From an optimization exercise on the open Yosys and OpenROAD flow, aimed at small area; shortcuts taken in it are not production practice. Where RTL was checked, it was by simulation tests only, not by an equivalence proof against the original. Only the layout flow was run in run 6; the RTL was not checked for function there. Power figures rest on the tool's default switching activity, not on a simulated workload.

<file path="design/flow/run.sh">
#!/bin/bash
# synth_recipe.tcl (not shown) runs the flow's synth.tcl, then flattens the netlist and writes it again
# the make line also repeats each setting of config.mk as NAME=value (left out here)
make -C /OpenROAD-flow-scripts/flow DESIGN_CONFIG=/design/flow/config.mk WORK_HOME=/design/flow/orfs CLKGATE_MAP_FILE= SYNTH_SCRIPT=/design/flow/synth_recipe.tcl finish
</file>
<file path="design/flow/config.mk">
export PLATFORM = sky130hd
export DESIGN_NAME = dma_top
export DESIGN_NICKNAME = dma_top
export VERILOG_FILES = /design/flow/design.v
export SDC_FILE = /design/flow/constraint.sdc
export NUM_CORES = 4
export LEC_CHECK = 0
export CAP_MARGIN = 20
export CORE_MARGIN = 2
export CORE_UTILIZATION = 40
export SLEW_MARGIN = 20
</file>
<file path="design/flow/constraint.sdc">
create_clock -name core_clock -period 7.0 [get_ports {clk}]
set_input_delay 1.4000 -clock core_clock [delete_from_list [all_inputs] [get_ports {clk}]]
set_output_delay 1.4000 -clock core_clock [all_outputs]
set_load 0.01 [all_outputs]
</file>
<file path="design/flow/design.v">
package dma_pkg;
	typedef logic [31:0] addr_t;
	typedef logic [31:0] data_t;
	typedef logic [2:0] beat_t;
	typedef logic [3:0] burst_len_t;
	typedef enum logic [1:0] {
		IDLE  = 2'd0,  
		READ  = 2'd1,  
		WRITE = 2'd2,  
		DONE  = 2'd3   
	} dma_state_e;
endpackage
`timescale 1ns/1ps
module dma_regs (
	input  logic            clk,
	input  logic            rst,
	input  logic            cfg_en,
	input  dma_pkg::addr_t  cfg_addr,
	input  dma_pkg::data_t  cfg_data,
	input  logic            busy,
	output logic            enable,
	output dma_pkg::addr_t  src_addr,
	output dma_pkg::addr_t  dst_addr,
	output dma_pkg::data_t  len_words
);
	logic wr_ok;
	assign wr_ok = cfg_en && !busy;
	always_ff @(posedge clk or posedge rst) begin
		if (rst) begin
			enable    <= 1'b0;
			src_addr  <= '0;
			dst_addr  <= '0;
			len_words <= '0;
		end else if (wr_ok) begin
			case (cfg_addr)
				32'h10020100: begin
					enable <= cfg_data[0];  
				end
				32'h10020200: begin
					src_addr <= 32'(cfg_data);
				end
				32'h10020300: begin
					dst_addr <= 32'(cfg_data);
				end
				32'h10020400: begin
					len_words <= cfg_data;  
				end
				default: begin
				end
			endcase
		end
	end
endmodule
`timescale 1ns/1ps
module dma_burst_planner (
	input  logic                 clk,
	input  logic                 rst,
	input  dma_pkg::addr_t       rd_addr,
	input  dma_pkg::addr_t       wr_addr,
	input  dma_pkg::data_t       remaining,
	output dma_pkg::burst_len_t  burst_len
);
	localparam int PAGE_BITS  = $clog2(4096);
	localparam int WORD_BITS  = $clog2(4);
	localparam int PAGE_WORDS = 4096 / 4;
	dma_pkg::data_t rd_left;
	dma_pkg::data_t wr_left;
	dma_pkg::data_t limit;
	assign rd_left = 32'(PAGE_WORDS) - 32'(rd_addr[PAGE_BITS-1:WORD_BITS]);
	assign wr_left = 32'(PAGE_WORDS) - 32'(wr_addr[PAGE_BITS-1:WORD_BITS]);
	always_comb begin
		limit = 32'(4);
		if (remaining < limit) begin
			limit = remaining;
		end
		if (rd_left < limit) begin
			limit = rd_left;  
		end
		if (wr_left < limit) begin
			limit = wr_left;  
		end
	end
	always_ff @(posedge clk or posedge rst) begin
		if (rst) begin
			burst_len <= '0;
		end else if (limit == '0) begin
			burst_len <= '0;  
		end else begin
			burst_len <= 4'(limit - 32'd1);
		end
	end
endmodule
`timescale 1ns/1ps
module dma_burst_buffer (
	input  logic            clk,
	input  logic            rst,
	input  logic            wr_en,
	input  dma_pkg::beat_t  wr_idx,
	input  dma_pkg::data_t  wr_data,
	input  dma_pkg::beat_t  rd_idx,
	input  logic            advance,
	output dma_pkg::data_t  rd_data
);
	localparam int DEPTH = 4;
	localparam int IDX_W = $clog2(DEPTH);
	dma_pkg::data_t              mem [DEPTH];
	logic [DEPTH-1:0]   filled;
	dma_pkg::beat_t              nxt_idx;
	logic [IDX_W-1:0]   sel;
	always_ff @(posedge clk) begin
		if (wr_en) begin
			mem[wr_idx[IDX_W-1:0]] <= wr_data;
		end
	end
	always_ff @(posedge clk or posedge rst) begin
		if (rst) begin
			filled <= '0;
		end else if (wr_en) begin
			filled[wr_idx[IDX_W-1:0]] <= 1'b1;
		end
	end
	assign nxt_idx = rd_idx + 3'(1);
	assign sel     = advance ? nxt_idx[IDX_W-1:0] : rd_idx[IDX_W-1:0];
	assign rd_data = filled[sel] ? mem[sel] : '0;
endmodule
`timescale 1ns/1ps
module dma_engine (
	input  logic                 clk,
	input  logic                 rst,
	input  logic                 enable,
	input  dma_pkg::addr_t       src_addr,
	input  dma_pkg::addr_t       dst_addr,
	input  dma_pkg::data_t       len_words,
	input  dma_pkg::burst_len_t  burst_len,
	input  dma_pkg::data_t       buf_data,
	input  dma_pkg::data_t       mem_rdata,
	input  logic                 mem_rvalid,
	input  logic                 mem_wvalid,
	output logic                 busy,
	output dma_pkg::addr_t       rd_addr,
	output dma_pkg::addr_t       wr_addr,
	output dma_pkg::data_t       remaining,
	output logic                 buf_wr_en,
	output dma_pkg::beat_t       buf_wr_idx,
	output dma_pkg::data_t       buf_wr_data,
	output dma_pkg::beat_t       buf_rd_idx,
	output logic                 buf_advance,
	output dma_pkg::addr_t       mem_addr,
	output logic [3:0]           mem_bweb,
	output dma_pkg::data_t       mem_wdata,
	output dma_pkg::burst_len_t  mem_burst_len,
	output logic                 mem_ceb,
	output logic                 mem_web,
	output logic                 irq
);
	dma_pkg::dma_state_e state;
	dma_pkg::dma_state_e state_nxt;
	dma_pkg::beat_t      cnt;
	logic       plan_wait;  
	logic       last_beat;
	logic       rd_beat;
	logic       wr_beat;
	dma_pkg::data_t      burst_words;
	dma_pkg::addr_t      burst_bytes;
	assign last_beat   = ({1'b0, cnt} == burst_len);
	assign rd_beat     = (state == dma_pkg::READ) && !plan_wait && mem_rvalid;
	assign wr_beat     = (state == dma_pkg::WRITE) && mem_wvalid;
	assign burst_words = 32'(burst_len) + 32'd1;
	assign burst_bytes = 32'(burst_words * 4);
	always_comb begin
		state_nxt = state;
		case (state)
			dma_pkg::IDLE:  if (enable) state_nxt = dma_pkg::READ;
			dma_pkg::READ:  if (rd_beat && last_beat) state_nxt = dma_pkg::WRITE;
			dma_pkg::WRITE: begin
				if (wr_beat && last_beat) begin
					state_nxt = (remaining == burst_words) ? dma_pkg::DONE : dma_pkg::READ;
				end
			end
			dma_pkg::DONE:  if (!enable) state_nxt = dma_pkg::IDLE;
			default: state_nxt = dma_pkg::IDLE;
		endcase
	end
	always_ff @(posedge clk or posedge rst) begin
		if (rst) begin
			state     <= dma_pkg::IDLE;
			cnt       <= '0;
			plan_wait <= 1'b0;
			rd_addr   <= '0;
			wr_addr   <= '0;
			remaining <= '0;
		end else begin
			state <= state_nxt;
			case (state)
				dma_pkg::IDLE: begin
					rd_addr   <= src_addr;  
					wr_addr   <= dst_addr;
					remaining <= len_words;
					cnt       <= '0;
					plan_wait <= 1'b0;
				end
				dma_pkg::READ: begin
					plan_wait <= 1'b0;
					if (rd_beat) begin
						cnt <= last_beat ? 3'(0) : cnt + 3'(1);
					end
				end
				dma_pkg::WRITE: begin
					if (wr_beat) begin
						cnt <= last_beat ? 3'(0) : cnt + 3'(1);
						if (last_beat) begin
							rd_addr   <= rd_addr + burst_bytes;
							wr_addr   <= wr_addr + burst_bytes;
							remaining <= remaining - burst_words;
							plan_wait <= 1'b1;  
						end
					end
				end
				default: begin
					cnt <= '0;
				end
			endcase
		end
	end
	assign busy = (state == dma_pkg::READ) || (state == dma_pkg::WRITE);
	assign buf_wr_en   = rd_beat;
	assign buf_wr_idx  = cnt;
	assign buf_wr_data = mem_rdata;
	assign buf_rd_idx  = cnt;
	assign buf_advance = wr_beat;
	assign mem_ceb       = !(((state == dma_pkg::READ) && !plan_wait) || (state == dma_pkg::WRITE));
	assign mem_web       = (state != dma_pkg::WRITE);
	assign mem_addr      = (state == dma_pkg::WRITE || state == dma_pkg::DONE) ? wr_addr : rd_addr;
	assign mem_bweb      = (state == dma_pkg::WRITE) ? 4'h0 : 4'hf;
	assign mem_wdata     = buf_data;
	assign mem_burst_len = burst_len;
	assign irq           = (state == dma_pkg::DONE);  
endmodule
`timescale 1ns/1ps
module dma_top (
	input  logic                 clk,
	input  logic                 rst,
	input  logic                 cfg_en,
	input  dma_pkg::addr_t       cfg_addr,
	input  dma_pkg::data_t       cfg_data,
	input  dma_pkg::data_t       mem_rdata,
	input  logic                 mem_rvalid,
	input  logic                 mem_wvalid,
	output dma_pkg::addr_t       mem_addr,
	output logic [3:0]           mem_bweb,
	output dma_pkg::data_t       mem_wdata,
	output dma_pkg::burst_len_t  mem_burst_len,
	output logic                 mem_ceb,
	output logic                 mem_web,
	output logic                 irq
);
	logic       enable;
	logic       busy;
	dma_pkg::addr_t      src_addr;
	dma_pkg::addr_t      dst_addr;
	dma_pkg::data_t      len_words;
	dma_pkg::addr_t      rd_addr;
	dma_pkg::addr_t      wr_addr;
	dma_pkg::data_t      remaining;
	dma_pkg::burst_len_t burst_len;
	logic       buf_wr_en;
	dma_pkg::beat_t      buf_wr_idx;
	dma_pkg::data_t      buf_wr_data;
	dma_pkg::beat_t      buf_rd_idx;
	logic       buf_advance;
	dma_pkg::data_t      buf_data;
	dma_regs u_regs (
		.clk       (clk),
		.rst       (rst),
		.cfg_en    (cfg_en),
		.cfg_addr  (cfg_addr),
		.cfg_data  (cfg_data),
		.busy      (busy),
		.enable    (enable),
		.src_addr  (src_addr),
		.dst_addr  (dst_addr),
		.len_words (len_words)
	);
	dma_burst_planner u_planner (
		.clk       (clk),
		.rst       (rst),
		.rd_addr   (rd_addr),
		.wr_addr   (wr_addr),
		.remaining (remaining),
		.burst_len (burst_len)
	);
	dma_burst_buffer u_buffer (
		.clk     (clk),
		.rst     (rst),
		.wr_en   (buf_wr_en),
		.wr_idx  (buf_wr_idx),
		.wr_data (buf_wr_data),
		.rd_idx  (buf_rd_idx),
		.advance (buf_advance),
		.rd_data (buf_data)
	);
	dma_engine u_engine (
		.clk           (clk),
		.rst           (rst),
		.enable        (enable),
		.src_addr      (src_addr),
		.dst_addr      (dst_addr),
		.len_words     (len_words),
		.burst_len     (burst_len),
		.buf_data      (buf_data),
		.mem_rdata     (mem_rdata),
		.mem_rvalid    (mem_rvalid),
		.mem_wvalid    (mem_wvalid),
		.busy          (busy),
		.rd_addr       (rd_addr),
		.wr_addr       (wr_addr),
		.remaining     (remaining),
		.buf_wr_en     (buf_wr_en),
		.buf_wr_idx    (buf_wr_idx),
		.buf_wr_data   (buf_wr_data),
		.buf_rd_idx    (buf_rd_idx),
		.buf_advance   (buf_advance),
		.mem_addr      (mem_addr),
		.mem_bweb      (mem_bweb),
		.mem_wdata     (mem_wdata),
		.mem_burst_len (mem_burst_len),
		.mem_ceb       (mem_ceb),
		.mem_web       (mem_web),
		.irq           (irq)
	);
endmodule
</file>
==> results of run 1 <==
layer usage:
metal	up-vias	GRT usage [%]	part of all wire [%]
met3	66	2.80	4.3
met4	0	6.02	2.2
li1	5911	-	-
met1	6289	28.8	45
met2	332	34.9	48
met5	-	0	0
layout by cell type, fill, tap and decap left out, types with 7 or more instances in the layout:
master           count
xnor2_1             20
a41oi_1              7
nor2_1              71
edfxtp_1           128
buf_4               18
nor2b_1             38
nor3_1              27
mux2_2             114
a31oi_1             10
mux2_1               8
nand2b_1             7
clkinv_2             9
nand3_1             48
and2_1               9
dfrtp_1            207
xor2_1              12
o22ai_1             32
clkbuf_16           40
o2bb2a_1             9
and3_1              18
nor4_1              15
or3_1               12
o22a_1              17
a21o_1              15
inv_1               42
mux2i_1             17
conb_1               8
o21ai_0             70
clkdlybuf4s50_1    175
a21oi_1            112
nand4_1             14
mux4_2              32
nand2_1            105
ha_1                45
or4_1                9
worst register-to-register path: stages, from the launching register on:
cell and delay, ns:
dfrtp_1 0.43, nor4_2 0.62, nand4_1 0.38, nor2_1 0.30
nand2_1 0.12, ha_1 0.30, o21ai_0 0.15, o21ai_0 0.08
or3_1 0.37, o21ai_1 0.39, buf_4 0.24, mux2i_1 0.29
inv_1 0.07, ha_1 0.18, a21o_1 0.15, a211oi_1 0.29
nand2_1 0.15, o211ai_4 0.32, mux2_4 0.34, inv_1 0.06
ha_1 0.25, o211ai_1 0.11, or3_1 0.30, o221ai_1 0.07
power by group through the flow:
stage	combinational (W)	clock (W)	sequential, W
detailed placement	0.000392	0	0.00209
finish	0.000390	0.00195	0.00205
global route	0.000425	0.00208	0.00205
floorplan	0.000174	0	0.00209
global placement	0.000385	0	0.00209
CTS	0.000394	0.00201	0.00205
per-stage QoR:
step                setup slack (ns)  power, W  instance area, sq um  hold WS [ns]
floorplan                       1.37   0.00226                 17300         0.428
global placement                1.11   0.00247                 19600         0.453
detailed placement              1.01   0.00248                 19600         0.449
CTS                            0.997   0.00445                 20800         0.466
global route                   0.460   0.00456                 20800         0.477
finish                         0.975   0.00439                 20800         0.460
state kept, by name (all words and copies together) (netlist names):
register,flops
u_buffer.filled,4
u_buffer.mem,128
u_engine.cnt,3
u_engine.plan_wait,1
u_engine.rd_addr,32
u_engine.remaining,32
u_engine.state,2
u_engine.wr_addr,32
u_planner.burst_len,4
u_regs.dst_addr,32
u_regs.enable,1
u_regs.len_words,32
u_regs.src_addr,32
logic make-up after synthesis:
kind of cell | Yosys count | share of synthesized area, %
compound gates | 350 | 13.1
xor+xnor | 33 | 1.67
fa+ha+maj | 51 | 3.80
buf+inv | 137 | 3.15
flops | 335 | 52.3
mux | 173 | 13.3
other cells | 1 | 0.0217
simple gates | 413 | 12.8
cell type report:
cell class / instances / area share, %
clock buffer: 50 / 5.18
tap: 546 / 3.28
sequential: 335 / 43.3
multi-input combinational: 1028 / 37.4
timing repair buffer: 195 / 9.26
inverter: 44 / 0.811
clock inverter: 21 / 0.703
path summary, 6_finish.rpt:
| check | start | end | slack, ns | cells after the start |
|---|---|---|---|---|
| max in group asynchronous | rst | u_engine.rd_addr[7] | 4.30 | 3 |
| setup reg to reg | u_engine.remaining[24] | u_planner.burst_len[2] | 0.98 | 23 |
| hold / removal | u_buffer.filled[0] | u_buffer.filled[0] | 0.46 | 1 |
| setup / recovery | u_engine.remaining[24] | u_planner.burst_len[2] | 0.98 | 23 |
| min in group asynchronous | rst | u_regs.len_words[31] | 1.34 | 2 |
| hold reg to reg | u_buffer.filled[0] | u_buffer.filled[0] | 0.46 | 1 |
==> results.json, run 1 <==
{
  "yosysSeqAreaShare_pct": 52.3,
  "drive_above_1_share_pct": 15.5,
  "cp_slowest_cell": "nor4_2",
  "yosysWarnings": 4,
  "multi_input_area_sq_mm": 0.00779,
  "cts_root_buf": "clkbuf_16",
  "slowest_delay_ns": 0.62,
  "p_switching_w": 0.00103,
  "cp.arrival_ns": 6.49,
  "grt_setup_unrepaired": "no",
  "dp_hpwl_mm": 31.5,
  "synth_top_area_share_pct": 30.0,
  "post_cts_buffers": 0,
  "p_leak_nw": 8.63,
  "path_cells": "nor4_2 > nand4_1 > nor2_1 > nand2_1 > ha_1 > o21ai_0 > o21ai_0 > or3_1 > o21ai_1 > buf_4 > mux2i_1 > inv_1 > ha_1 > a21o_1 > a211oi_1 > nand2_1 > o211ai_4 > mux2_4 > inv_1 > ha_1 > o211ai_1 > or3_1 > o221ai_1",
  "insertion_delay_ns": 0.56,
  "dr_total_vias": 12600,
  "drt_iter0_drc": 1070,
  "pwr-share-seq_pct": 46.7,
  "worstMarginPinSlew_ns": 1.13,
  "synth_most_common_cell": "dfrtp_1",
  "htreeDepth": 2,
  "fill_cells": 3804,
  "clkPwrFrac_pct": 44.4,
  "ys_types": 83,
  "yosys-top-cells-count": "dfrtp_1, edfxtp_1, mux2_2",
  "antenna_left": 0,
  "synth_edf_count": 128,
  "grt_max_degree": 174,
  "finalNetCount": 1793,
  "final_cells": 2219,
  "outcome": "finished clean",
  "finalSetupViolCount": 0,
  "totalWireLength_mm": 46.5,
  "drv_slew": 0,
  "max_freq_mhz": 166,
  "grt_pass1_wl_mm": 73.0,
  "grt_pass1_vias": 12600,
  "gp_congestion": 0.828,
  "synth-async-reset-ratio_pct": 61.8,
  "peakVddDrop_v": 0.000151,
  "area_growth_syn_to_layout_pct": 20.6,
  "cp_num_buf_inv": 3,
  "cts_made_buffers": 39,
  "final_util_pct": 48.6,
  "die_area_sq_mm": 0.0448,
  "synthCells": 1493,
  "cts_resized": 0,
  "ioPinCount": 176,
  "num_antenna_cells": 0,
  "drv_cap": 0,
  "crit_type": "register to register",
  "regArea_sq_mm": 0.00902,
  "tns_ns": 0,
  "dieWidth_microns": 212,
  "grt_overflow": 0,
  "grtUsageTotal_pct": 21.0,
  "sw_frac_of_total_pct": 23.5,
  "power_density_mw_per_mm2": 211,
  "routedWlPerCell_microns": 21.0,
  "cp_max_fo": 8,
  "clock_sinks": 335,
  "core_area_sq_mm": 0.0428,
  "avgViaCountPerCell": 5.68,
  "clkTransAtPathRegs_ns": 0.06,
  "skew_ns": 0.0197,
  "comb_power_share_pct": 8.9,
  "tritoncts": "built",
  "die_h_microns": 212,
  "postSynthAreaPerCell_sq_um": 11.6,
  "p_int_w": 0.00336,
  "synth_ff_type": "dfrtp_1",
  "ys_ff_latch": 335,
  "fin_crit_sh_pct": 86.1,
  "antenna_found_initial": 0,
  "fp-row-count": 76,
  "clk_path_buf_depth": 3,
  "post-place-cells": 2148,
  "syn_area_sq_mm": 0.0173,
  "hold_viol_final": 0,
  "initial_core_util_pct": 40.3,
  "firstDrtPassIters": 5,
  "io_buffers": 175,
  "synth_area_leaders": "dfrtp_1, edfxtp_1, mux2_2",
  "crit_required_ns": 7.47,
  "remaining_drc_errors": 0,
  "cp-start-kind": "register",
  "fin_crit_ns": 6.02,
  "synth_top_area_cell": "dfrtp_1",
  "cts_hold_buffers": 0,
  "min_path_type": "register to register",
  "setup.worst_path.end_class": "register",
  "slew_headroom_pct": 24.4,
  "cp_top_family": "simple AND/OR/NAND/NOR gates",
  "crit_top_cell": "ha_1"
}
==> run 2, diff against run 1 <==
==> design/flow/design.v (replaced) <==
package dma_pkg;
	typedef logic [31:0] addr_t;
	typedef logic [31:0] data_t;
	typedef logic [2:0] beat_t;
	typedef logic [3:0] burst_len_t;
	typedef enum logic [1:0] {
		IDLE  = 2'd0,  
		READ  = 2'd1,  
		WRITE = 2'd2,  
		DONE  = 2'd3   
	} dma_state_e;
endpackage
`timescale 1ns/1ps
module dma_top (
	input  logic                 clk,
	input  logic                 rst,
	input  logic                 cfg_en,
	input  dma_pkg::addr_t       cfg_addr,
	input  dma_pkg::data_t       cfg_data,
	input  dma_pkg::data_t       mem_rdata,
	input  logic                 mem_rvalid,
	input  logic                 mem_wvalid,
	output dma_pkg::addr_t       mem_addr,
	output logic [3:0]           mem_bweb,
	output dma_pkg::data_t       mem_wdata,
	output dma_pkg::burst_len_t  mem_burst_len,
	output logic                 mem_ceb,
	output logic                 mem_web,
	output logic                 irq
);
	logic        enable;
	logic [31:2] src;
	logic [31:2] dst;
	logic [31:0] len;
	logic [1:0]  state;      
	logic        pw;         
	logic [1:0]  cnt;        
	logic [31:2] rd;
	logic [31:2] wr;
	logic [31:0] rem;
	logic [31:0] mem [4];
	logic idle, st_rd, st_wr, st_done;
	assign idle    = (state == 2'd0);
	assign st_rd   = (state == 2'd1);
	assign st_wr   = (state == 2'd2);
	assign st_done = (state == 2'd3);
	logic wr_ok;
	assign wr_ok = cfg_en && !(st_rd || st_wr);
	always_ff @(posedge clk or posedge rst) begin
		if (rst) begin
			enable <= 1'b0;
			src    <= '0;
			dst    <= '0;
		end else if (wr_ok) begin
			if (cfg_addr == 32'h10020100)  enable <= cfg_data[0];
			if (cfg_addr == 32'h10020200) src    <= cfg_data[31:2];
			if (cfg_addr == 32'h10020300) dst    <= cfg_data[31:2];
		end
	end
	always_ff @(posedge clk) begin
		if (wr_ok && cfg_addr == 32'h10020400) len <= cfg_data;
	end
	logic [1:0] c_rem, c_rd, c_wr, c_min, bl;
	assign c_rem = (rem[31:2] != '0) ? 2'd3 : 2'(rem[1:0] - 2'd1);
	assign c_rd  = (&rd[11:4]) ? ~rd[3:2] : 2'd3;
	assign c_wr  = (&wr[11:4]) ? ~wr[3:2] : 2'd3;
	assign c_min = (c_rd < c_rem) ? c_rd : c_rem;
	assign bl    = (c_wr < c_min) ? c_wr : c_min;
	logic [2:0] n;
	logic       last_beat, rd_beat, wr_beat, adv;
	assign n         = {1'b0, bl} + 3'd1;
	assign last_beat = (cnt == bl);
	assign rd_beat   = st_rd && !pw && mem_rvalid;
	assign wr_beat   = st_wr && mem_wvalid;
	assign adv       = wr_beat && last_beat;
	always_ff @(posedge clk or posedge rst) begin
		if (rst) begin
			state <= 2'd0;
			cnt   <= 2'd0;
		end else begin
			if (rd_beat || wr_beat) cnt <= cnt + 2'd1 & {2{!last_beat}};
			case (state)
				2'd0: if (enable) state <= 2'd1;
				2'd1: if (rd_beat && last_beat) state <= 2'd2;
				2'd2: if (adv) state <= (rem == 32'(n)) ? 2'd3 : 2'd1;
				default: if (!enable) state <= 2'd0;
			endcase
		end
	end
	always_ff @(posedge clk) begin
		pw <= st_wr;
		if (idle) begin
			rd  <= src;
			wr  <= dst;
			rem <= len;
		end else if (adv) begin
			rd  <= rd + 30'(n);
			wr  <= wr + 30'(n);
			rem <= rem - 32'(n);
		end
		if (rd_beat) mem[cnt] <= mem_rdata;
	end
	logic [1:0] sel;
	assign sel = cnt + {1'b0, mem_wvalid};
	assign mem_wdata     = mem[sel];
	assign mem_ceb       = !((st_rd && !pw) || st_wr);
	assign mem_web       = !st_wr;
	assign mem_bweb      = {4{!st_wr}};
	assign mem_addr      = {st_wr ? wr : rd, 2'b00};
	assign mem_burst_len = {2'b00, bl};
	assign irq           = st_done;
endmodule
==> run 2 against run 1 <==
  * Still clean on timing, DRC and antenna
  * Synthesized cell count shrank 30%
  * Wire length is 29% lower
  * Register-to-register slack lost 0.37 ns
  * Sequential share of layout area up 7.5 points
  * Critical path depth shrank 2
  * Worst setup slack worse by 0.37 ns
  * Core utilization increased by 1.2 points
  * Critical endpoint is now rem[23]
  * Largest cell class unchanged
==> results.json, run 2 <==
{
  "outcome": "finished clean",
  "num_antenna_cells": 0,
  "cp_slowest_cell": "nor4b_2",
  "synthCells": 1047,
  "insertion_delay_ns": 0.53,
  "p_leak_nw": 6.50,
  "pwr-share-seq_pct": 39.7,
  "fp-row-count": 70,
  "area_growth_syn_to_layout_pct": 23.8,
  "yosysWarnings": 1,
  "peakVddDrop_v": 0.000245,
  "ys_types": 62,
  "postSynthAreaPerCell_sq_um": 14.0,
  "grtUsageTotal_pct": 17.6,
  "die_h_microns": 195,
  "tns_ns": 0,
  "drive_above_1_share_pct": 12.8,
  "cp-start-kind": "register",
  "dr_total_vias": 8898,
  "fin_crit_sh_pct": 91.3,
  "path_cells": "nor4_4 > and4b_1 > nand3_1 > or4_4 > ha_1 > ha_1 > nor2b_1 > or4_1 > nor4_2 > a211o_2 > inv_1 > ha_1 > inv_1 > ha_1 > nor2b_1 > o21ai_1 > nor4b_2 > buf_4 > nand4b_1 > xor2_1 > o21ai_1",
  "crit_required_ns": 7.25,
  "core_area_sq_mm": 0.0363,
  "slowest_delay_ns": 0.62,
  "holdWs_ns": 0.489,
  "worstMarginPinSlew_ns": 0.965,
  "firstDrtPassIters": 5,
  "final_area_sq_mm": 0.0181,
  "dp_slack_ns": 0.620,
  "totalWireLength_mm": 33.2,
  "cts_hold_buffers": 0,
  "p_switching_w": 0.00250,
  "grt_pass1_wl_mm": 52.0,
  "gp_congestion": 0.799,
  "synth_edf_count": 252,
  "yosysSeqAreaShare_pct": 63.0,
  "comb_power_share_pct": 35.2,
  "largest_reg_flops": 128,
  "grt_pass1_vias": 9160,
  "clock_sinks": 318,
  "skew_ns": 0.0181,
  "routedWlPerCell_microns": 19.3,
  "finalSetupViolCount": 0,
  "remaining_drc_errors": 0,
  "clk_path_buf_depth": 3,
  "avgViaCountPerCell": 5.17,
  "grt_max_degree": 114,
  "io_buffers": 171,
  "ys_ff_latch": 318,
  "synth_top_area_cell": "edfxtp_1",
  "clkTransAtPathRegs_ns": 0.06,
  "syn_area_sq_mm": 0.0146,
  "cts_made_buffers": 37,
  "sw_frac_of_total_pct": 33.0,
  "yosys-top-cells-count": "edfxtp_1, nand2_1, dfrtp_1",
  "die_area_sq_mm": 0.0381,
  "initial_core_util_pct": 40.3,
  "slew_headroom_pct": 35.6,
  "setup.worst_path.end_class": "register",
  "antenna_found_initial": 1,
  "max_freq_mhz": 156,
  "synth-async-reset-ratio_pct": 20.4,
  "crit_type": "register to register",
  "crit_top_cell": "ha_1",
  "grt_overflow": 0,
  "cts_root_buf": "clkbuf_16",
  "layout_setup_ws_ns": 0.606,
  "cp.arrival_ns": 6.65,
  "synth_top_area_share_pct": 51.7,
  "power_density_mw_per_mm2": 418,
  "placed_area_sq_mm": 0.0169,
  "drv_slew": 0,
  "post_cts_buffers": 0,
  "min_path_type": "register to register",
  "antenna_left": 0,
  "final_common_cell": "edfxtp_1",
  "synth_area_leaders": "edfxtp_1, dfrtp_1, mux4_2",
  "htreeDepth": 2,
  "grt_setup_unrepaired": "no",
  "hold_viol_final": 0,
  "cts_resized": 0,
  "finalNetCount": 1354,
  "fin_crit_ns": 6.39,
  "dp_hpwl_mm": 22.0,
  "drv_cap": 0,
  "drt_iter0_drc": 667,
  "rrSetupSlack_ns": 0.61,
  "cp_max_fo": 10,
  "top_regs": "mem: 128 flops, len: 32 flops, rem: 32 flops",
  "dieWidth_microns": 195,
  "clkPwrFrac_pct": 25.1,
  "synth_most_common_cell": "edfxtp_1",
  "final_cell_mix": "edfxtp_1, clkdlybuf4s50_1, nand2_1",
  "tritoncts": "built",
  "ioPinCount": 176,
  "p_int_w": 0.00507,
  "synth_ff_type": "edfxtp_1"
}
-- run 2: cell types whose count changed in the layout (fill, tap and decap cells not counted), sizes merged, moves of 21 or more --
cell	change
dfrtp	-142
edfxtp	+124
a21oi	-104
nor2	-41
xor2	+35
o22ai	-32
mux2	-30
nor2b	-28
nand3	-24
nand2	+23
ha	-22
xnor2	+21
-- run 2: worst paths after layout --
kind,endpoint,from,depth (start not counted)
min in group asynchronous,src[31],rst,3
max in group asynchronous,cnt[0],rst,3
setup reg to reg,rem[23],rem[5],21
hold / removal,dst[10],dst[10],1
hold reg to reg,dst[10],dst[10],1
setup / recovery,rem[23],rem[5],21
-- run 2: cells by family (layout without fill, tap and decap cells) --
logic type               count (synthesis)  count (layout)  share of synthesized area, %
adder cells (fa/ha/maj)                 27              27                          2.46
buffers and inverters                   73             276                          2.15
multiplexers                           127             127                          12.2
AO/OA/AOI/OAI                          118             118                          4.52
other                                    1               4                        0.0256
flip-flops                             318             318                          63.0
XOR/XNOR                                89              89                          5.33
AND/OR/NAND/NOR                        294             294                          10.3
-- run 2: critical path, delay by kind of cell (launching register included) --
kind / cells / cell delay [ns]
xor gates and xnor gates: 1 / 0.18
buffers and inverters: 3 / 0.54
adders and majority gates: 4 / 1.12
and+or+nand+nor: 10 / 3.35
DFF: 1 / 0.49
AOI/OAI and AO/OA: 3 / 0.45
-- run 2: area by class of cell --
class | count | area [sq um]
fillers | 3162 | 18200
flip-flops and latches | 318 | 9210
repair buffers | 186 | 1850
well taps | 468 | 586
clock inverters | 22 | 203
multi-input cells | 659 | 5180
inverters | 24 | 90.1
clock buffers | 44 | 995
-- run 2: power groups by stage --
stage                     Combinational (W)  Sequential, W  Clock, W
after floorplan                     0.00163        0.00294         0
after global placement              0.00268        0.00303         0
after detailed placement            0.00270        0.00303         0
after CTS                           0.00271        0.00300   0.00195
after global routing                0.00291        0.00307   0.00202
final                               0.00266        0.00300   0.00190
-- run 2: layer usage --
metal,global-route usage [%],vias up,share of wire [%]
li1,-,4235,-
met1,24.4,4386,47
met2,28.6,224,46
met3,3.20,51,4.8
met4,4.81,2,2.0
met5,0,-,0.039
-- run 2: through the flow --
step / std cells / total power, W / util (%)
final: 1721 / 0.00756 / 49.8
after global routing: 1721 / 0.00800 / 49.8
after CTS: 1721 / 0.00767 / 49.8
after detailed placement: 1655 / 0.00573 / 46.5
after global placement: 1654 / 0.00570 / 46.5
after floorplan: 1050 / 0.00457 / -
==> run 3, diff against run 2 <==
--- a/design/flow/design.v
+++ b/design/flow/design.v
@@ -33,3 +33,4 @@
 	logic [31:2] dst;
-	logic [31:0] len;
+	logic [31:0] lenr;       
+	logic [31:0] off;        
 	logic [1:0]  state;      
@@ -37,5 +38,3 @@
 	logic [1:0]  cnt;        
-	logic [31:2] rd;
-	logic [31:2] wr;
-	logic [31:0] rem;
+	logic [1:0]  bl;         
 	logic [31:0] mem [4];
@@ -59,14 +58,15 @@
 	end
-	always_ff @(posedge clk) begin
-		if (wr_ok && cfg_addr == 32'h10020400) len <= cfg_data;
-	end
-	logic [1:0] c_rem, c_rd, c_wr, c_min, bl;
-	assign c_rem = (rem[31:2] != '0) ? 2'd3 : 2'(rem[1:0] - 2'd1);
-	assign c_rd  = (&rd[11:4]) ? ~rd[3:2] : 2'd3;
-	assign c_wr  = (&wr[11:4]) ? ~wr[3:2] : 2'd3;
+	logic [10:0] rd_lo, wr_lo;
+	assign rd_lo = {1'b0, src[11:2]} + {1'b0, off[9:0]};
+	assign wr_lo = {1'b0, dst[11:2]} + {1'b0, off[9:0]};
+	logic [1:0] c_rem, c_rd, c_wr, c_min;
+	assign c_rem = (lenr[31:2] != '0) ? 2'd3 : 2'(lenr[1:0] - 2'd1);
+	assign c_rd  = (&rd_lo[9:2]) ? ~rd_lo[1:0] : 2'd3;
+	assign c_wr  = (&wr_lo[9:2]) ? ~wr_lo[1:0] : 2'd3;
 	assign c_min = (c_rd < c_rem) ? c_rd : c_rem;
-	assign bl    = (c_wr < c_min) ? c_wr : c_min;
-	logic [2:0] n;
-	logic       last_beat, rd_beat, wr_beat, adv;
+	logic [2:0]  n;
+	logic [31:0] off_nxt;
+	logic        last_beat, rd_beat, wr_beat, adv, fin;
 	assign n         = {1'b0, bl} + 3'd1;
+	assign off_nxt   = off + 32'(n);
 	assign last_beat = (cnt == bl);
@@ -75,2 +75,3 @@
 	assign adv       = wr_beat && last_beat;
+	assign fin       = (lenr == 32'(n));
 	always_ff @(posedge clk or posedge rst) begin
@@ -84,3 +85,3 @@
 				2'd1: if (rd_beat && last_beat) state <= 2'd2;
-				2'd2: if (adv) state <= (rem == 32'(n)) ? 2'd3 : 2'd1;
+				2'd2: if (adv) state <= fin ? 2'd3 : 2'd1;
 				default: if (!enable) state <= 2'd0;
@@ -91,11 +92,7 @@
 		pw <= st_wr;
-		if (idle) begin
-			rd  <= src;
-			wr  <= dst;
-			rem <= len;
-		end else if (adv) begin
-			rd  <= rd + 30'(n);
-			wr  <= wr + 30'(n);
-			rem <= rem - 32'(n);
-		end
+		bl <= (c_wr < c_min) ? c_wr : c_min;
+		if (idle) off <= '0;
+		else if (adv) off <= off_nxt;
+		if (wr_ok && cfg_addr == 32'h10020400) lenr <= cfg_data;
+		else if (adv) lenr <= fin ? off_nxt : lenr - 32'(n);
 		if (rd_beat) mem[cnt] <= mem_rdata;
@@ -104,2 +101,4 @@
 	assign sel = cnt + {1'b0, mem_wvalid};
+	logic [31:12] hi;
+	assign hi = (st_wr ? dst[31:12] : src[31:12]) + off[29:10] + 20'(st_wr ? wr_lo[10] : rd_lo[10]);
 	assign mem_wdata     = mem[sel];
@@ -108,3 +107,3 @@
 	assign mem_bweb      = {4{!st_wr}};
-	assign mem_addr      = {st_wr ? wr : rd, 2'b00};
+	assign mem_addr      = {hi, st_wr ? wr_lo[9:0] : rd_lo[9:0], 2'b00};
 	assign mem_burst_len = {2'b00, bl};
--- a/design/flow/config.mk
+++ b/design/flow/config.mk
@@ -9,3 +9,4 @@
 export CORE_MARGIN = 2
-export CORE_UTILIZATION = 40
+export CORE_UTILIZATION = 60
+export CTS_BUF_LIST = sky130_fd_sc_hd__clkbuf_2 sky130_fd_sc_hd__clkbuf_4
 export SLEW_MARGIN = 20
==> run 3 against run 2 <==
  * Still clean
  * Fmax down 5.0%
  * Via count up 9.8%
  * Clock skew up 0.017 ns
  * Highest routed layer unchanged
  * Synthesized cell count up 9.7%
  * Combinational power down 55%
  * Largest power group unchanged
==> results.json, run 3 <==
{
  "ys_types": 70,
  "largest_reg_flops": 128,
  "cp_max_fo": 3,
  "fin_crit_ns": 6.73,
  "path_cells": "ha_1 > inv_1 > fa_1 > nor2b_1 > o31a_1 > o31a_1 > o21a_1 > nor2_2 > nor2b_1 > o21ai_0 > a31oi_1 > fa_2 > a21oi_1 > nor2b_1 > a31oi_2 > o21ai_2 > a21oi_2 > a31oi_1 > or4_1 > nand3_1 > clkdlybuf4s50_1",
  "routedWlPerCell_microns": 18.2,
  "top_layer": "met5",
  "dr_total_vias": 9769,
  "p_int_w": 0.00318,
  "grtUsageTotal_pct": 25.7,
  "drt_iter0_drc": 395,
  "postSynthAreaPerCell_sq_um": 12.0,
  "remaining_drc_errors": 0,
  "layout_setup_ws_ns": 0.266,
  "crit_type": "register to primary output",
  "finalNetCount": 1529,
  "hold_path_end": "dst[12]",
  "pwr-share-seq_pct": 40.3,
  "finalSetupViolCount": 0,
  "area_growth_syn_to_layout_pct": 21.8,
  "sw_frac_of_total_pct": 27.8,
  "post-place-cells": 1574,
  "p_switching_w": 0.00123,
  "final_cells": 1705,
  "slowest_delay_ns": 0.53,
  "setup.worst_path.end_class": "primary output",
  "dp_hpwl_mm": 21.5,
  "tritoncts": "built",
  "insertion_delay_ns": 0.67,
  "hold_start": "dst[12]",
  "placed_area_sq_mm": 0.0158,
  "initial_core_util_pct": 61.0,
  "timing.rr.start": "off[1]",
  "drive_above_1_share_pct": 20.0,
  "rrSetupSlack_ns": 3.03,
  "drv_slew": 0,
  "grt_pass1_wl_mm": 48.8,
  "crit_top_cell": "nor2b_1",
  "grt_overflow": 0,
  "htreeDepth": 3,
  "cp_num_buf_inv": 2,
  "reg2reg_to": "bl[0]",
  "synth_edf_count": 160,
  "min_path_cells": 1,
  "synth_top_area_share_pct": 34.9,
  "dp_slack_ns": 0.176,
  "cts_root_buf": "clkbuf_4",
  "firstDrtPassIters": 5,
  "synth_area_leaders": "edfxtp_1, dfrtp_1, mux2_2",
  "ioPinCount": 176,
  "cp-start-kind": "register",
  "fp-row-count": 55,
  "r2r_cells": 12,
  "cp.arrival_ns": 5.33,
  "syn_area_sq_mm": 0.0138,
  "synth_ff_type": "edfxtp_1",
  "gp_congestion": 0.849,
  "antenna_left": 0,
  "skew_ns": 0.0349,
  "final_common_cell": "clkdlybuf4s50_1",
  "clkTransAtPathRegs_ns": 0.06,
  "holdWs_ns": 0.499,
  "core_area_sq_mm": 0.0226,
  "dieWidth_microns": 156,
  "synth-async-reset-ratio_pct": 25.0,
  "ys_ff_latch": 260,
  "cp_top_family": "compound AO/OA/AOI/OAI gates",
  "yosys-top-cells-count": "edfxtp_1, nand2_1, mux2_2, nor2_1, dfrtp_1",
  "met2_length_mm": 15.3,
  "p_leak_nw": 6.50,
  "synth_top_area_cell": "edfxtp_1",
  "worstMarginPinSlew_ns": 1.05,
  "yosysWarnings": 1,
  "comb_power_share_pct": 27.2,
  "yosysSeqAreaShare_pct": 51.8,
  "clk_path_buf_depth": 3,
  "clkPwrFrac_pct": 32.4,
  "max_freq_mhz": 149,
  "cts_made_buffers": 70,
  "dr_wl_met3_mm": 1.82,
  "final_cell_mix": "clkdlybuf4s50_1, edfxtp_1, clkbuf_4",
  "die_h_microns": 156,
  "antenna_found_initial": 2,
  "final_area_sq_mm": 0.0168,
  "met1_length_mm": 13.1,
  "synthCells": 1149,
  "crit_required_ns": 5.60,
  "top_regs": "mem: 128 flops, lenr: 32 flops, off: 32 flops",
  "peakVddDrop_v": 0.000151,
  "die_area_sq_mm": 0.0242,
  "grt_pass1_vias": 9597,
  "grt_max_degree": 66,
  "slew_headroom_pct": 29.2,
  "io_buffers": 171,
  "hold_viol_final": 0,
  "outcome": "finished clean",
  "drv_cap": 0,
  "totalWireLength_mm": 31.0,
  "synth_most_common_cell": "edfxtp_1",
  "cp_slowest_cell": "clkdlybuf4s50_1",
  "power_density_mw_per_mm2": 263,
  "fin_crit_sh_pct": 96.2,
  "clock_sinks": 260,
  "final_util_pct": 74.3,
  "avgViaCountPerCell": 5.73,
  "min_path_type": "register to register"
}
run 3: logic make-up (layout without fill, tap and decap cells):
group / after synthesis / count (layout) / synth area share [%]
XOR/XNOR: 112 / 112 / 7.12
adder cells (fa/ha/maj): 64 / 64 / 6.14
buffers and inverters: 83 / 350 / 2.64
flip-flops: 260 / 260 / 51.8
other: 1 / 5 / 0.0272
AND/OR/NAND/NOR: 345 / 345 / 12.9
multiplexers: 117 / 117 / 12.2
AO/OA/AOI/OAI: 167 / 167 / 7.21
run 3: final cells by class:
type                            count  area [sq um]
Multi-Input combinational cell    809          6340
Sequential cell                   260          7130
Clock inverter                     21           166
Inverter                           30           113
Tap cell                          285           357
Timing Repair Buffer              193          1870
Antenna cell                        1          2.50
Fill cell                        1586          5790
Clock buffer                      106           796
run 3: how the worst max path moves through the flow:
stage	start	to	slack [ns]	depth (start not counted)
2_1_floorplan	src[2]	mem_addr[30]	1.24	20
3_3_place_gp	src[2]	mem_addr[30]	0.29	22
3_5_place_dp	src[2]	mem_addr[30]	0.18	22
4_1_cts	dst[2]	mem_addr[31]	0.04	21
5_1_grt	dst[2]	mem_addr[31]	-0.02	21
6_report	dst[2]	mem_addr[31]	0.27	21
run 3: metal layers:
layer	vias to the layer above	global-route usage, %
met5	-	0
met2	284	44.6
met1	4725	32.0
met4	2	9.31
met3	61	5.29
li1	4697	-
run 3: timing repair:
| item | CTS | global route |
|---|---|---|
| pin swaps | 3 | 3 |
| gates resized for setup | 7 | 12 |
| hold buffers | 0 | 0 |
| endpoints found under the setup margin | 5 | 5 |
| setup buffers | 2 | 1 |
run 3: stage by stage:
step / power (W) / setup TNS (ns)
floorplan: 0.00246 / 0
global placement: 0.00301 / 0
detailed placement: 0.00303 / 0
CTS: 0.00446 / 0
global route: 0.00463 / -0.0271
finish: 0.00441 / 0
run 3: worst register-to-register path, delay by kind of cell, from the launching register on:
family | cells | cell delay, ns
fa+ha+maj | 2 | 0.64
xor+xnor | 1 | 0.22
compound gates | 7 | 1.51
flops | 1 | 0.53
simple gates | 2 | 0.94
run 3: power groups by stage:
stage	Combinational, W	Clock [W]	Sequential [W]
final	0.00120	0.00143	0.00178
after global placement	0.00120	0	0.00180
after global routing	0.00129	0.00156	0.00178
after detailed placement	0.00122	0	0.00181
after floorplan	0.000666	0	0.00180
after CTS	0.00122	0.00147	0.00178
==> run 4, diff against run 3 <==
--- a/design/flow/config.mk
+++ b/design/flow/config.mk
@@ -9,4 +9,3 @@
 export CORE_MARGIN = 2
-export CORE_UTILIZATION = 60
-export CTS_BUF_LIST = sky130_fd_sc_hd__clkbuf_2 sky130_fd_sc_hd__clkbuf_4
+export CORE_UTILIZATION = 40
 export SLEW_MARGIN = 20
==> run 4 against run 3 <==
  * Sequential power about the same
  * First-iteration DRC count increased by 35%
  * Non-clock buffer count decreased by 2
  * Clock power grew 7%
  * Register-to-register slack better by 0.17 ns
  * Cell count rose by 5.1%
  * Sequential cell count unchanged
  * Fmax rose by 1.1%
  * Worst setup slack improved by 0.075 ns
  * Via count decreased by 3.4%
  * Synthesized cell count unchanged
  * Largest cell class unchanged
==> results.json, run 4 <==
{
  "pwr-share-seq_pct": 39.3,
  "totalWireLength_mm": 32.6,
  "cp_max_fo": 3,
  "dieWidth_microns": 190,
  "fp-row-count": 67,
  "max_freq_mhz": 150,
  "cp.arrival_ns": 5.26,
  "die_area_sq_mm": 0.0359,
  "initial_core_util_pct": 40.9,
  "top_regs": "mem: 128 flops, lenr: 32 flops, off: 32 flops",
  "multi_input_area_sq_mm": 0.00635,
  "num_antenna_cells": 0,
  "grt_max_degree": 66,
  "drv_slew": 0,
  "drv_cap": 0,
  "finalNetCount": 1486,
  "cp.depth": 20,
  "synth_top_area_cell": "edfxtp_1",
  "worstMarginPinSlew_ns": 0.961,
  "ioPinCount": 176,
  "dp_slack_ns": 0.0342,
  "insertion_delay_ns": 0.55,
  "core_area_sq_mm": 0.0337,
  "ys_types": 70,
  "final_cell_mix": "clkdlybuf4s50_1, edfxtp_1, nand2_1",
  "grt_overflow": 0,
  "slowest_delay_ns": 0.55,
  "synth-async-reset-ratio_pct": 25.0,
  "gp_congestion": 0.816,
  "fin_crit_sh_pct": 95.1,
  "synthCells": 1149,
  "syn_area_sq_mm": 0.0138,
  "setup.worst_path.end_class": "primary output",
  "fill_cells": 2979,
  "crit_top_cell": "fa_1",
  "antenna_found_initial": 0,
  "clkPwrFrac_pct": 33.8,
  "postSynthAreaPerCell_sq_um": 12.0,
  "yosysSeqAreaShare_pct": 51.8,
  "final_common_cell": "clkdlybuf4s50_1",
  "timing.rr.start": "off[1]",
  "htreeDepth": 1,
  "synth_ff_type": "edfxtp_1",
  "crit_type": "register to primary output",
  "sw_frac_of_total_pct": 27.4,
  "yosys-top-cells-count": "edfxtp_1, nand2_1, mux2_2, nor2_1, dfrtp_1",
  "cts_made_buffers": 29,
  "remaining_drc_errors": 0,
  "drt_iter0_drc": 535,
  "die_h_microns": 190,
  "comb_power_share_pct": 26.9,
  "dr_total_vias": 9434,
  "drive_above_1_share_pct": 15.8,
  "clk_path_buf_depth": 3,
  "startpoint": "src[2]",
  "tritoncts": "built",
  "dp_hpwl_mm": 22.9,
  "min_path_type": "register to register",
  "antenna_left": 0,
  "largest_reg_flops": 128,
  "fin_crit_ns": 6.66,
  "cp_num_buf_inv": 2,
  "p_switching_w": 0.00124,
  "area_growth_syn_to_layout_pct": 23.5,
  "cp-start-kind": "register",
  "tns_ns": 0,
  "crit_required_ns": 5.60,
  "grtUsageTotal_pct": 18.1,
  "clkTransAtPathRegs_ns": 0.06,
  "synth_edf_count": 160,
  "io_buffers": 171,
  "grt_pass1_wl_mm": 51.8,
  "clock_sinks": 260,
  "hold_viol_final": 0,
  "rrSetupSlack_ns": 3.20,
  "path_cells": "ha_1 > fa_1 > a21o_1 > a41oi_1 > o21ai_1 > o21bai_1 > nor2b_1 > o21a_1 > nor3_1 > a31oi_1 > fa_2 > fa_1 > a21oi_2 > o22ai_2 > o311ai_2 > buf_4 > nand3_1 > a21oi_1 > xnor2_1 > clkdlybuf4s50_1",
  "grt_setup_unrepaired": "yes",
  "p_int_w": 0.00328,
  "firstDrtPassIters": 5,
  "crit_end": "mem_addr[26]",
  "regArea_sq_mm": 0.00713,
  "power_density_mw_per_mm2": 266,
  "outcome": "finished clean",
  "synth_top_area_share_pct": 34.9,
  "layout_setup_ws_ns": 0.341,
  "slew_headroom_pct": 35.9,
  "final_cells": 1792,
  "peakVddDrop_v": 0.000208,
  "cp_top_family": "compound AO/OA/AOI/OAI gates",
  "synth_most_common_cell": "edfxtp_1",
  "synth_area_leaders": "edfxtp_1, dfrtp_1, mux2_2",
  "ys_ff_latch": 260,
  "p_leak_nw": 6.44,
  "finalSetupViolCount": 0,
  "post-place-cells": 1736,
  "yosysWarnings": 1,
  "cts_root_buf": "clkbuf_16",
  "avgViaCountPerCell": 5.26,
  "routedWlPerCell_microns": 18.2,
  "grt_pass1_vias": 9435,
  "reg2reg_to": "bl[0]",
  "r2r_cells": 12,
  "skew_ns": 0.00781,
  "cp_slowest_cell": "clkdlybuf4s50_1"
}
[run 4: kinds of logic (layout without fill, tap and decap cells)]
kind of cell / count (synthesis) / in the layout / share of synthesized area, %
buffers and inverters: 83 / 275 / 2.64
multiplexers: 117 / 117 / 12.2
adder cells (fa/ha/maj): 64 / 64 / 6.14
AND/OR/NAND/NOR: 345 / 345 / 12.9
other: 1 / 4 / 0.0272
flip-flops: 260 / 260 / 51.8
AO/OA/AOI/OAI: 167 / 167 / 7.21
XOR/XNOR: 112 / 112 / 7.12
[run 4: area by class of cell]
type                       count  share of cell area (%)
clock inverter                18                    1.07
sequential                   260                    41.9
tap                          448                    3.29
timing repair buffer         191                    11.1
clock buffer                  36                    4.60
multi-input combinational    809                    37.3
inverter                      30                   0.662
[run 4: timing repair]
| action | CTS | global route |
|---|---|---|
| setup buffers | 1 | 0 |
| gates cloned | 0 | 0 |
| setup endpoints to repair | 3 | 6 |
| pin swaps | 2 | 3 |
| hold buffers | 0 | 0 |
| gates resized for setup | 9 | 6 |
[run 4: worst min-delay path by stage]
stage	from	to	slack, ns	depth (start not counted)
floorplan	off[0]	off[0]	0.47	2
global placement	dst[21]	dst[21]	0.48	1
detailed placement	dst[20]	dst[20]	0.49	1
CTS	dst[16]	dst[16]	0.51	1
global route	src[12]	src[12]	0.52	1
finish	dst[14]	dst[14]	0.50	1
[run 4: stage by stage]
| step | util [%] | hold slack (ns) | power (W) | instance area (sq um) |
|---|---|---|---|---|
| after CTS | 50.4 | 0.506 | 0.00459 | 17000 |
| after floorplan | - | 0.473 | 0.00246 | 13800 |
| after global routing | 50.5 | 0.523 | 0.00474 | 17000 |
| final | 50.5 | 0.501 | 0.00452 | 17000 |
| after detailed placement | 47.4 | 0.493 | 0.00305 | 16000 |
| after global placement | 47.4 | 0.482 | 0.00304 | 16000 |
[run 4: routing by layer]
| metal | vias to the layer above | GRT usage [%] | routed length (microns) |
|---|---|---|---|
| li1 | 4571 | - | - |
| met4 | 0 | 3.91 | 520 |
| met5 | - | 0 | 0 |
| met3 | 43 | 2.80 | 1660 |
| met2 | 221 | 31.2 | 15600 |
| met1 | 4599 | 24.3 | 14800 |
[run 4: power by group through the flow]
| stage | Clock, W | Sequential, W | Combinational [W] |
|---|---|---|---|
| floorplan | 0 | 0.00180 | 0.000666 |
| global placement | 0 | 0.00180 | 0.00124 |
| detailed placement | 0 | 0.00181 | 0.00124 |
| CTS | 0.00157 | 0.00178 | 0.00125 |
| global route | 0.00163 | 0.00179 | 0.00132 |
| finish | 0.00153 | 0.00178 | 0.00122 |
==> run 5, diff against run 4 <==
==> design/flow/flow/run.sh (new file) <==
#!/bin/bash
# Standard layout with two changes: port buffers use the smallest buffer cell,
# and clock tree synthesis uses small clock buffers and no dummy loads.
set -euo pipefail
bash standard.sh \
	"BUFFER_PORTS_ARGS=-buffer_cell sky130_fd_sc_hd__buf_1" \
	"CTS_ARGS=-sink_clustering_enable -repair_clock_nets -dont_use_dummy_load -buf_list {sky130_fd_sc_hd__clkbuf_2 sky130_fd_sc_hd__clkbuf_4}" \
	finish > make_finish.log 2>&1
==> design/flow/standard.sh (new file) <==
#!/bin/bash
# synth_recipe.tcl (not shown) runs the flow's synth.tcl, then flattens the netlist and writes it again
# the make line also repeats each setting of config.mk as NAME=value (left out here)
make -C /OpenROAD-flow-scripts/flow DESIGN_CONFIG=/design/flow/config.mk WORK_HOME=/design/flow/orfs CLKGATE_MAP_FILE= SYNTH_SCRIPT=/design/flow/synth_recipe.tcl "${@:-finish}"
removed: design/flow/run.sh
==> run 5 against run 4 <==
  * Worst setup slack worse by 0.014 ns
  * Sequential power about the same
  * Via count increased by 1.9%
  * Die area is the same
  * Critical path type unchanged
  * First-iteration DRC count rose by 6.5%
  * Cell count increased by 1.0%
  * Fmax is 0.21% lower
  * Core utilization decreased by 4.5 points
  * Worst hold slack worse by 0.00050 ns
  * Register-to-register slack got worse by 0.02 ns
==> results.json, run 5 <==
{
  "peakVddDrop_v": 0.000150,
  "clk_path_buf_depth": 3,
  "cp-start-kind": "register",
  "top_regs": "mem: 128 flops, lenr: 32 flops, off: 32 flops",
  "crit_top_cell": "fa_2",
  "min_path_type": "register to register",
  "io_buffers": 171,
  "die_h_microns": 190,
  "drive_above_1_share_pct": 17.6,
  "grt_overflow": 0,
  "remaining_drc_errors": 0,
  "p_leak_nw": 5.79,
  "dr_total_vias": 9615,
  "skew_ns": 0.0780,
  "yosysWarnings": 1,
  "crit_required_ns": 5.60,
  "synth-async-reset-ratio_pct": 25.0,
  "gp_congestion": 0.794,
  "finalNetCount": 1528,
  "synth_top_area_share_pct": 34.9,
  "htreeDepth": 3,
  "crit_type": "register to primary output",
  "max_freq_mhz": 150,
  "fin_crit_sh_pct": 95.3,
  "dieWidth_microns": 190,
  "cp.arrival_ns": 5.27,
  "yosys-top-cells-count": "edfxtp_1, nand2_1, mux2_2, nor2_1, dfrtp_1",
  "ys_types": 70,
  "antenna_left": 0,
  "avgViaCountPerCell": 5.31,
  "synth_top_area_cell": "edfxtp_1",
  "synth_edf_count": 160,
  "initial_core_util_pct": 40.9,
  "power_density_mw_per_mm2": 242,
  "cts_hold_buffers": 0,
  "slew_headroom_pct": 38.0,
  "die_area_sq_mm": 0.0359,
  "finalSetupViolCount": 0,
  "synthCells": 1149,
  "drt_iter0_drc": 570,
  "totalWireLength_mm": 32.1,
  "cp_max_fo": 3,
  "tritoncts": "built",
  "hold_viol_final": 0,
  "clkTransAtPathRegs_ns": 0.05,
  "fp-row-count": 67,
  "grt_pass1_vias": 9776,
  "final_cell_mix": "buf_1, edfxtp_1, nand2_1",
  "final_common_cell": "buf_1",
  "slowest_delay_ns": 0.42,
  "cp_num_buf_inv": 2,
  "ys_ff_latch": 260,
  "outcome": "finished clean",
  "synth_area_leaders": "edfxtp_1, dfrtp_1, mux2_2",
  "insertion_delay_ns": 0.66,
  "tns_ns": 0,
  "fin_crit_ns": 6.67,
  "cp_slowest_cell": "fa_2",
  "postSynthAreaPerCell_sq_um": 12.0,
  "synth_most_common_cell": "edfxtp_1",
  "drv_slew": 0,
  "synth_ff_type": "edfxtp_1",
  "holdWs_ns": 0.500,
  "core_area_sq_mm": 0.0337,
  "largest_reg_flops": 128,
  "path_cells": "ha_1 > fa_2 > a21o_1 > a41oi_1 > o21ai_1 > o21bai_1 > nor2b_1 > o21a_1 > nor3_1 > a31oi_1 > fa_2 > fa_2 > a21oi_4 > o22ai_2 > o311ai_2 > buf_4 > a31oi_1 > o21ai_1 > o21bai_1 > a21oi_2 > xnor2_1 > clkbuf_2",
  "worstMarginPinSlew_ns": 0.928,
  "clock_sinks": 260,
  "antenna_found_initial": 1,
  "grt_pass1_wl_mm": 50.8,
  "yosysSeqAreaShare_pct": 51.8,
  "cts_root_buf": "clkbuf_4",
  "cp_top_family": "compound AO/OA/AOI/OAI gates",
  "grtUsageTotal_pct": 17.9,
  "grt_setup_unrepaired": "no",
  "final_util_pct": 46.0,
  "firstDrtPassIters": 5,
  "dp_hpwl_mm": 22.6,
  "fill_cells": 3178,
  "syn_area_sq_mm": 0.0138,
  "drv_cap": 0,
  "ioPinCount": 176,
  "routedWlPerCell_microns": 17.7,
  "area_growth_syn_to_layout_pct": 12.7,
  "cts_made_buffers": 74,
  "grt_max_degree": 66,
  "setup.worst_path.end_class": "primary output"
}
run 5: cell counts after synthesis:
No cell type changed its count.
run 5: path summary, 6_finish.rpt:
path / start / to / slack (ns) / cells past startpoint
setup / recovery: src[2] / mem_addr[30] / 0.33 / 22
hold / removal: src[25] / src[25] / 0.50 / 1
setup reg to reg: off[1] / bl[0] / 3.18 / 12
hold reg to reg: src[25] / src[25] / 0.50 / 1
max in group asynchronous: rst / src[26] / 5.34 / 3
min in group asynchronous: rst / state[1] / 1.00 / 3
run 5: metrics by stage:
step | power [W] | cells | setup WS, ns | instance area (sq um)
floorplan | 0.00246 | 1152 | 1.24 | 13800
global route | 0.00398 | 1810 | 0.0319 | 15500
global placement | 0.00279 | 1734 | 0.503 | 14900
finish | 0.00376 | 1810 | 0.328 | 15500
CTS | 0.00383 | 1808 | 0.0154 | 15400
detailed placement | 0.00279 | 1734 | 0.387 | 14900
run 5: cell type report:
type                    count  area [sq um]  area share [%]
clock buffers              74           556            3.58
inverters                  30           113           0.726
multi-input cells         809          6360            41.0
well taps                 448           561            3.61
diodes                      1          2.50          0.0161
flip-flops and latches    260          7130            46.0
repair buffers            188           791            5.10
run 5: per-layer routing:
| layer | wire length, microns | vias up | share of wire, % | GRT usage (%) |
|---|---|---|---|---|
| met5 | 0 | - | 0 | 0 |
| met4 | 633 | 0 | 2.0 | 6.26 |
| met3 | 1780 | 54 | 5.5 | 3.58 |
| met2 | 15500 | 256 | 48 | 30.7 |
| met1 | 14200 | 4659 | 44 | 22.7 |
| li1 | - | 4646 | - | - |
run 5: kinds of logic (layout without fill, tap and decap cells):
group           Yosys count  count (layout)  synth area share (%)
simple gates            345             345                  12.9
flops                   260             260                  51.8
compound gates          167             167                  7.21
mux                     117             117                  12.2
xor+xnor                112             112                  7.12
buf+inv                  83             292                  2.64
fa+ha+maj                64              64                  6.14
other cells               1               5                0.0272
run 5: what timing repair did:
action / 4_1_cts / 5_1_grt
setup endpoints to repair: 2 / 2
pin swaps: 2 / 6
setup buffers: 0 / 0
cloned: 0 / 0
resized for setup: 4 / 11
run 5: where the power goes:
group	switching (W)	total, W	internal [W]
combinational	0.000565	0.000962	0.000397
sequential	0.0000382	0.00178	0.00174
clock	0.000545	0.00102	0.000477
==> run 6, diff against run 5 <==
--- a/design/flow/design.v
+++ b/design/flow/design.v
@@ -47,2 +47,3 @@
 	assign wr_ok = cfg_en && !(st_rd || st_wr);
+	logic src_v, dst_v;
 	always_ff @(posedge clk or posedge rst) begin
@@ -50,10 +51,17 @@
 			enable <= 1'b0;
-			src    <= '0;
-			dst    <= '0;
+			src_v  <= 1'b0;
+			dst_v  <= 1'b0;
 		end else if (wr_ok) begin
 			if (cfg_addr == 32'h10020100)  enable <= cfg_data[0];
-			if (cfg_addr == 32'h10020200) src    <= cfg_data[31:2];
-			if (cfg_addr == 32'h10020300) dst    <= cfg_data[31:2];
+			if (cfg_addr == 32'h10020200) src_v  <= 1'b1;
+			if (cfg_addr == 32'h10020300) dst_v  <= 1'b1;
 		end
 	end
+	logic [31:2] src_q, dst_q;
+	always_ff @(posedge clk) begin
+		if (wr_ok && cfg_addr == 32'h10020200) src_q <= cfg_data[31:2];
+		if (wr_ok && cfg_addr == 32'h10020300) dst_q <= cfg_data[31:2];
+	end
+	assign src = src_q & {30{src_v}};
+	assign dst = dst_q & {30{dst_v}};
 	logic [10:0] rd_lo, wr_lo;
==> design/flow/flow/run.sh (replaced) <==
#!/bin/bash
# Standard layout with two changes: port buffers use the smallest buffer cell,
# and clock tree synthesis uses larger sink clusters and no dummy loads.
set -euo pipefail
bash standard.sh \
	"BUFFER_PORTS_ARGS=-buffer_cell sky130_fd_sc_hd__buf_1" \
	"CTS_ARGS=-sink_clustering_enable -repair_clock_nets -dont_use_dummy_load -sink_clustering_size 20 -sink_clustering_max_diameter 60 -buf_list {sky130_fd_sc_hd__clkbuf_16}" \
	finish > make_finish.log 2>&1
==> run 6 against run 5 <==
  * Now fails the layout checks on negative setup slack
  * Critical path depth is 2 higher
  * Non-clock buffer count is 24 higher
  * Clock power is 12% higher
  * Register-to-register slack worse by 0.99 ns
  * Sequential cell count is 2 higher
  * Clock-buffer cell count is 49 lower
  * Sequential power is 3% higher
  * Synthesized cell count is 4.7% lower
  * Largest cell class unchanged
  * Cell count is 4.2% lower
==> results.json, run 6 <==
{
  "outcome": "failed layout checks",
  "so.violations": "negative setup slack",
  "top_regs": "mem: 128 flops, lenr: 32 flops, off: 32 flops",
  "fp-row-count": 67,
  "worstMarginPinSlew_ns": 0.818,
  "comb_power_share_pct": 23.7,
  "firstDrtPassIters": 5,
  "synth_edf_count": 220,
  "rrSetupSlack_ns": 2.19,
  "fin_crit_ns": 7.04,
  "ioPinCount": 176,
  "synth_area_leaders": "edfxtp_1, ha_1, mux4_2",
  "setup.worst_path.end_class": "primary output",
  "pwr-share-seq_pct": 47.0,
  "synthMuxAreaShare_pct": 6.03,
  "final_cell_mix": "edfxtp_1, buf_1, nand2_1",
  "grt_setup_unrepaired": "yes",
  "dp_hpwl_mm": 22.7,
  "tritoncts": "built",
  "max_freq_mhz": 142,
  "crit_required_ns": 5.60,
  "io_buffers": 171,
  "finalNetCount": 1452,
  "largest_reg_flops": 128,
  "grt_pass1_wl_mm": 50.9,
  "drv_cap": 0,
  "crit_type": "register to primary output",
  "layout_setup_ws_ns": -0.0390,
  "syn_area_sq_mm": 0.0134,
  "drive_above_1_share_pct": 10.7,
  "cts_hold_buffers": 0,
  "yosys-top-cells-count": "edfxtp_1, nand2_1, nor2_1",
  "clock_sinks": 262,
  "routedWlPerCell_microns": 18.7,
  "sw_frac_of_total_pct": 28.3,
  "cp.arrival_ns": 5.64,
  "hold_viol_final": 0,
  "grtUsageTotal_pct": 18.5,
  "p_int_w": 0.00280,
  "htreeDepth": 1,
  "finalSetupViolCount": 1,
  "yosysSeqAreaShare_pct": 55.9,
  "dp_slack_ns": 0.0766,
  "clk_path_buf_depth": 3,
  "peakVddDrop_v": 0.000147,
  "cp-start-kind": "register",
  "cp_max_fo": 6,
  "power_density_mw_per_mm2": 254,
  "min_path_type": "register to register",
  "synthAdderAreaFrac_pct": 6.32,
  "synth_top_area_cell": "edfxtp_1",
  "final_util_pct": 46.3,
  "avgViaCountPerCell": 5.25,
  "totalWireLength_mm": 32.4,
  "synth_most_common_cell": "edfxtp_1",
  "grt_max_degree": 36,
  "clkTransAtPathRegs_ns": 0.07,
  "cts_made_buffers": 25,
  "clkPwrFrac_pct": 29.3,
  "gp_congestion": 0.811,
  "postSynthAreaPerCell_sq_um": 12.2,
  "tns_ns": -0.0390,
  "synthSimpleGateAreaFrac_pct": 12.5,
  "grt_pass1_vias": 9247,
  "synth_xor_area_share_pct": 7.19,
  "remaining_drc_errors": 0,
  "final_common_cell": "edfxtp_1",
  "fin_crit_sh_pct": 101,
  "grt_overflow": 0,
  "antenna_found_initial": 1,
  "p_switching_w": 0.00110,
  "initial_core_util_pct": 40.2,
  "drv_slew": 0,
  "power_w": 0.00391,
  "die_area_sq_mm": 0.0350,
  "ys_types": 66,
  "dr_total_vias": 9099,
  "drt_iter0_drc": 636,
  "synth_top_family_by_area": "simple AND/OR/NAND/NOR gates",
  "core_area_sq_mm": 0.0333,
  "ys_ff_latch": 262,
  "yosysWarnings": 1,
  "die_h_microns": 187,
  "skew_ns": 0.0361,
  "synth-async-reset-ratio_pct": 2.67,
  "dieWidth_microns": 187,
  "antenna_left": 0,
  "synth_top_area_share_pct": 49.3,
  "synth-compound-area-share_pct": 9.32,
  "area_growth_syn_to_layout_pct": 15.1,
  "insertion_delay_ns": 0.53,
  "cts_root_buf": "clkbuf_16",
  "synthCells": 1095,
  "synth_ff_type": "edfxtp_1",
  "slew_headroom_pct": 45.5,
  "p_leak_nw": 5.25
}
[run 6: timing repair]
| item | CTS | global route |
|---|---|---|
| gates resized for setup | 22 | 2 |
| endpoints found under the setup margin | 3 | 5 |
| setup buffers | 14 | 4 |
| pin swaps | 4 | 5 |
[run 6: metal layers]
layer  part of all wire, %  track usage [%]
met1                    43             24.1
met2                    49             31.8
met3                   5.9             3.28
met4                   2.6             5.37
met5                     0                0
[run 6: cell families (layout without fill, tap and decap cells)]
kind of cell	after synthesis	count (layout)
compound gates	198	198
xor+xnor	110	110
fa+ha+maj	64	64
buf+inv	84	271
flops	262	262
mux	40	40
other cells	1	5
simple gates	336	336
[run 6: layout make-up]
cell class | instances | area (sq um)
inverters | 34 | 128
repair buffers | 212 | 952
diodes | 1 | 2.50
flip-flops and latches | 262 | 7480
multi-input cells | 752 | 5660
clock buffers | 25 | 626
well taps | 448 | 561
fillers | 3107 | 17900
[run 6: stage by stage]
step,instance area [sq um],hold WS (ns),std cells
4_1_cts,15400,0.508,1729
6_report,15400,0.502,1734
5_1_grt,15400,0.534,1733
3_3_place_gp,14600,0.486,1690
2_1_floorplan,13400,0.452,1098
3_5_place_dp,14600,0.498,1690
[run 6: worst max-delay path: stages, from the launching register on]
cell	delay, ns
dfrtp_1	0.43
and2_1	0.16
ha_2	0.17
inv_2	0.05
fa_2	0.20
nor2b_2	0.05
o31a_1	0.27
o31a_1	0.26
o21ai_1	0.12
nand2b_1	0.09
a21o_1	0.19
a21oi_2	0.15
a21oi_2	0.10
fa_2	0.40
fa_2	0.36
a21o_1	0.19
a22o_1	0.23
o41ai_2	0.23
buf_4	0.18
o211ai_1	0.13
or4_4	0.46
a31o_4	0.25
a21oi_2	0.14
xnor2_1	0.13
buf_2	0.15
[run 6: power groups by stage]
| stage | clock network (W) | registers (W) | logic (W) |
|---|---|---|---|
| after global placement | 0 | 0.00187 | 0.000940 |
| final | 0.00114 | 0.00184 | 0.000927 |
| after global routing | 0.00125 | 0.00185 | 0.00102 |
| after detailed placement | 0 | 0.00187 | 0.000948 |
| after floorplan | 0 | 0.00186 | 0.000638 |
| after CTS | 0.00118 | 0.00184 | 0.000953 |
[run 6: worst paths after layout]
check,start,to,cells past startpoint
max,dst_v,mem_addr[30],24
max in group asynchronous,rst,state[0],2
min,off[31],off[31],2
min reg2reg,off[31],off[31],2
min in group asynchronous,rst,cnt[0],2
max reg2reg,src_v,bl[0],29

## separate check: timing with driven ports
No port has a modelled driver above. Below, the same layouts with a new extraction and two added sets of constraints.
Step 1, drivers: a clkbuf_16 drives clk and a buf_2 each remaining input, both assumed.
Step 2 times the ports against the registers' clock, not the clock port: input delays grow and output delays shrink by t, the midpoint of the rising clock arrivals with the driver on.
a / b / c = no drivers / after step 1 / after step 2; a / b = the first two.
| run | shift t [ns] | slack for setup (ns) | worst slew at a driven data input, ns |
|---|---|---|---|
| run 1 | 0.604 | 0.975 / 0.975 / 0.975 | 0.07 |
| run 2 | 0.568 | 0.606 / 0.606 / 0.606 | 0.10 |
| run 3 | 0.693 | 0.266 / 0.223 / 0.916 | 0.07 |
| run 4 | 0.601 | 0.341 / 0.290 / 0.891 | 0.08 |
| run 5 | 0.691 | 0.328 / 0.278 / 0.969 | 0.08 |
| run 6 | 0.565 | -0.039 / -0.091 / 0.474 | 0.08 |
